Background: an optimization exercise with open tools, aiming at small area and few clock cycles. Do not read the settings as production practice.
RTL that was checked went through simulation tests only; none was proved equivalent to the original.

Design rdma_resp_gen, start of the top module:
module rdma_resp_gen (
  input  logic                                core_clk,
  input  logic                                core_aresetn,
  input  logic                                psel_i,
  input  logic                                penable_i,
  input  logic                                pwrite_i,
  input  logic [7:0]                          paddr_i,
  input  logic [31:0]                         pwdata_i,
  output logic [31:0]                         prdata_o,
  output logic                                pready_o,
  output logic                                pslverr_o,
  input  logic                                req_valid_i,
  output logic                                req_ready_o,
  input  logic [resp_gen_cfg_pkg::DATA_W-1:0] req_data_i,
  output logic [resp_gen_cfg_pkg::DATA_W-1:0] m_axis_tdata_o,
  output logic [resp_gen_cfg_pkg::KEEP_W-1:0] m_axis_tkeep_o,
  output logic                                m_axis_tvalid_o,
  output logic                                m_axis_tlast_o,
  input  logic                                m_axis_tready_i
);
  logic [47:0]                               src_mac;
  logic [31:0]                               src_ip;
  logic [47:0]                               dst_mac;
  logic [31:0]                               dst_ip;
  logic                                      rd_busy;
  logic                                      cfg_en;
  logic                                      src_lo_v;
  logic                                      src_hi_v;
  logic                                      src_ip_v;
  logic                                      cap_valid;
  logic                                      cap_ready;
  logic                                      cap_is_ack;
  logic [23:0]                               cap_qp;
  logic [23:0]                               cap_psn;
  roce_hdr_pkg::roce_hdr_u                   hdr;
  logic                                      hdr_en;
  ...
Size in the first run: about 1800 cells after synthesis, ~430 flip-flops, roughly 1200 I/O pins, about 0.022 mm^2 of cells after synthesis.
==> module axis_beat_serializer, before the edit <==
module axis_beat_serializer (
  input  logic                                core_clk,
  input  logic                                core_aresetn,
  input  logic                                hdr_valid_i,
  output logic                                hdr_ready_o,
  output logic                                hdr_en_o,
  input  logic                                rd_busy_i,   
  input  roce_hdr_pkg::roce_hdr_u             hdr_i,
  input  logic                                hdr_is_ack_i,
  output logic [resp_gen_cfg_pkg::DATA_W-1:0] m_axis_tdata_o,
  output logic [resp_gen_cfg_pkg::KEEP_W-1:0] m_axis_tkeep_o,
  output logic                                m_axis_tvalid_o,
  output logic                                m_axis_tlast_o,
  input  logic                                m_axis_tready_i
);
  localparam int unsigned LAST_BEAT = (roce_hdr_pkg::HDR_BYTES
      + roce_hdr_pkg::RD_RESP_PAYLOAD_BYTES - 1) / resp_gen_cfg_pkg::BEAT_BYTES;
  localparam int unsigned CNT_W = $clog2(LAST_BEAT);
  logic                                    busy;       
  logic [CNT_W-1:0]                        beat_cnt;   
  logic [7:0]                              pay_q;
  logic [7:0]                              pay_busy;
  logic                                    last_q;
  logic                                    hdr_fire;
  assign last_q    = beat_cnt == CNT_W'(LAST_BEAT);
  assign hdr_ready_o = !busy && m_axis_tready_i && !rd_busy_i;
  assign hdr_fire  = hdr_valid_i && hdr_ready_o;
  assign hdr_en_o  = !busy;
  assign pay_busy  = {8{busy}} & pay_q;
  assign m_axis_tvalid_o = busy || hdr_fire;
  assign m_axis_tlast_o  = busy ? last_q : hdr_is_ack_i;
  assign m_axis_tkeep_o  = {{(resp_gen_cfg_pkg::KEEP_W - roce_hdr_pkg::HDR_BYTES){!m_axis_tlast_o}},
                            {roce_hdr_pkg::HDR_BYTES{1'b1}}};
  always_comb begin
    for (int i = 0; i < roce_hdr_pkg::HDR_BYTES; i++) begin
      m_axis_tdata_o[i*8 +: 8] = pay_busy | hdr_i.b[i];
    end
    for (int i = roce_hdr_pkg::HDR_BYTES; i < resp_gen_cfg_pkg::KEEP_W; i++) begin
      m_axis_tdata_o[i*8 +: 8] = pay_busy | hdr_i.f.bth_psn[7:0];
    end
  end
  always_ff @(posedge core_clk or negedge core_aresetn) begin
    if (!core_aresetn) begin
      busy     <= 1'b0;
      beat_cnt <= '0;
    end else if (busy) begin
      if (m_axis_tready_i) begin
        busy     <= !last_q;
        beat_cnt <= beat_cnt + 1'b1;
      end
    end else if (hdr_fire && !hdr_is_ack_i) begin
      busy     <= 1'b1;
      beat_cnt <= CNT_W'(1);
    end
  end
  always_ff @(posedge core_clk) begin
    if (hdr_fire) begin
      pay_q <= hdr_i.f.bth_psn[7:0];
    end
  end
endmodule
==> flow/config.mk <==
export PLATFORM = sky130hd
export DESIGN_NAME = rdma_resp_gen
export DESIGN_NICKNAME = rdma_resp_gen
export VERILOG_FILES = /design/flow/design.v
export SDC_FILE = /design/flow/constraint.sdc
export NUM_CORES = 4
export LEC_CHECK = 0
export CAP_MARGIN = 20
export CORE_AREA = 10 10 310 310
export CTS_BUF_LIST = sky130_fd_sc_hd__clkbuf_8
export CTS_CLUSTER_DIAMETER = 60
export CTS_CLUSTER_SIZE = 15
export DIE_AREA = 0 0 320 320
export SLEW_MARGIN = 20
==> flow/constraint.sdc <==
create_clock -name core_clock -period 12.0 [get_ports {core_clk}]
set_input_delay 2.4000 -clock core_clock [delete_from_list [all_inputs] [get_ports {core_clk}]]
set_output_delay 2.4000 -clock core_clock [all_outputs]
set_load 0.01 [all_outputs]
standard.sh (not shown) runs the stock make flow with config.mk's settings and CLKGATE_MAP_FILE= SYNTH_SCRIPT=/design/flow/synth_recipe.tcl, a recipe that flattens the netlist after the stock synthesis.
==> flow/flow/run.sh <==
#!/bin/bash
# The standard layout, except that the port buffers are the smallest
# buffer cell instead of the default delay buffer, and IO pins may sit one
# routing track apart (for a smaller die). Each tool's output goes to the
# ORFS logs under orfs/logs; make's own output to standard.log.
set -o pipefail
bash standard.sh BUFFER_PORTS_ARGS="-buffer_cell sky130_fd_sc_hd__buf_1" \
  PLACE_PINS_ARGS="-min_distance 1 -min_distance_in_tracks" finish > standard.log 2>&1
Rerun with:
--- a/flow/design.v
+++ b/flow/design.v
@@ -320,16 +320,15 @@
   input  logic                                m_axis_tready_i
 );
   localparam int unsigned LAST_BEAT = (roce_hdr_pkg::HDR_BYTES
       + roce_hdr_pkg::RD_RESP_PAYLOAD_BYTES - 1) / resp_gen_cfg_pkg::BEAT_BYTES;
-  localparam int unsigned CNT_W = $clog2(LAST_BEAT);
   logic                                    busy;       
-  logic [CNT_W-1:0]                        beat_cnt;   
+  logic [resp_gen_cfg_pkg::BEAT_CNT_W-1:0] beat_cnt;   
   logic [7:0]                              pay_q;
   logic [7:0]                              pay_busy;
   logic                                    last_q;
   logic                                    hdr_fire;
-  assign last_q    = beat_cnt == CNT_W'(LAST_BEAT);
+  assign last_q    = beat_cnt == resp_gen_cfg_pkg::BEAT_CNT_W'(LAST_BEAT);
   assign hdr_ready_o = !busy && m_axis_tready_i && !rd_busy_i;
   assign hdr_fire  = hdr_valid_i && hdr_ready_o;
   assign hdr_en_o  = !busy;
   assign pay_busy  = {8{busy}} & pay_q;
@@ -337,13 +336,11 @@
   assign m_axis_tlast_o  = busy ? last_q : hdr_is_ack_i;
   assign m_axis_tkeep_o  = {{(resp_gen_cfg_pkg::KEEP_W - roce_hdr_pkg::HDR_BYTES){!m_axis_tlast_o}},
                             {roce_hdr_pkg::HDR_BYTES{1'b1}}};
   always_comb begin
-    for (int i = 0; i < roce_hdr_pkg::HDR_BYTES; i++) begin
-      m_axis_tdata_o[i*8 +: 8] = pay_busy | hdr_i.b[i];
-    end
-    for (int i = roce_hdr_pkg::HDR_BYTES; i < resp_gen_cfg_pkg::KEEP_W; i++) begin
-      m_axis_tdata_o[i*8 +: 8] = pay_busy | hdr_i.f.bth_psn[7:0];
+    for (int i = 0; i < resp_gen_cfg_pkg::KEEP_W; i++) begin
+      m_axis_tdata_o[i*8 +: 8] = pay_busy | ((i < roce_hdr_pkg::HDR_BYTES) ? hdr_i.b[i]
+                                             : hdr_i.f.bth_psn[7:0]);
     end
   end
   always_ff @(posedge core_clk or negedge core_aresetn) begin
     if (!core_aresetn) begin
@@ -355,9 +352,9 @@
         beat_cnt <= beat_cnt + 1'b1;
       end
     end else if (hdr_fire && !hdr_is_ack_i) begin
       busy     <= 1'b1;
-      beat_cnt <= CNT_W'(1);
+      beat_cnt <= resp_gen_cfg_pkg::BEAT_CNT_W'(1);
     end
   end
   always_ff @(posedge core_clk) begin
     if (hdr_fire) begin
The changed run ran to the end with no violations.
Hold slack got worse by 0.011 ns.
Setup slack gains 0.60 ns.
Non-clock buffer count shrinks by 5.
Fmax climbs by 5.7%.
Synthesized area rises by about 0.4%.
Design area hardly moves.
Testbench counts after the change, summed over its fixed seeds: cycles 3,454.
For the first run of this note, only the layout was checked, not whether the RTL still works.

## afterwards: timing with drivers on the ports
How much do the figures lean on ideal ports? The routed layouts below were timed once more, with nothing changed but the port constraints.
Step 1 assumes that a clkbuf_16 drives the clock port and a buf_2 every other input.
Step 2 moves the port delays by t, midway between the first and last clock arrival at a register: inputs arrive t later, outputs are due t later. That takes back most of the time a late clock gives input paths.
a / b / c = ideal / step 1 / step 2; a / b = the first two.
| run | t, ns | setup slack, ns | hold slack, ns | latest minus earliest clock arrival (ns) | cell pins on the clock port's net |
|---|---|---|---|---|---|
| the first run | 0.699 | 0.879 / 0.820 / 0.820 | 0.479 / 0.479 / 0.479 | 0.071 / 0.071 | 1 |
| the second run | 0.641 | 1.478 / 1.439 / 1.439 | 0.468 / 0.468 / 0.468 | 0.033 / 0.034 | 1 |
After both steps every run listed still meets setup and hold. The setup slack of the first run, which loses most, moves by -0.059 ns with the drivers and by -0.059 ns with both steps.
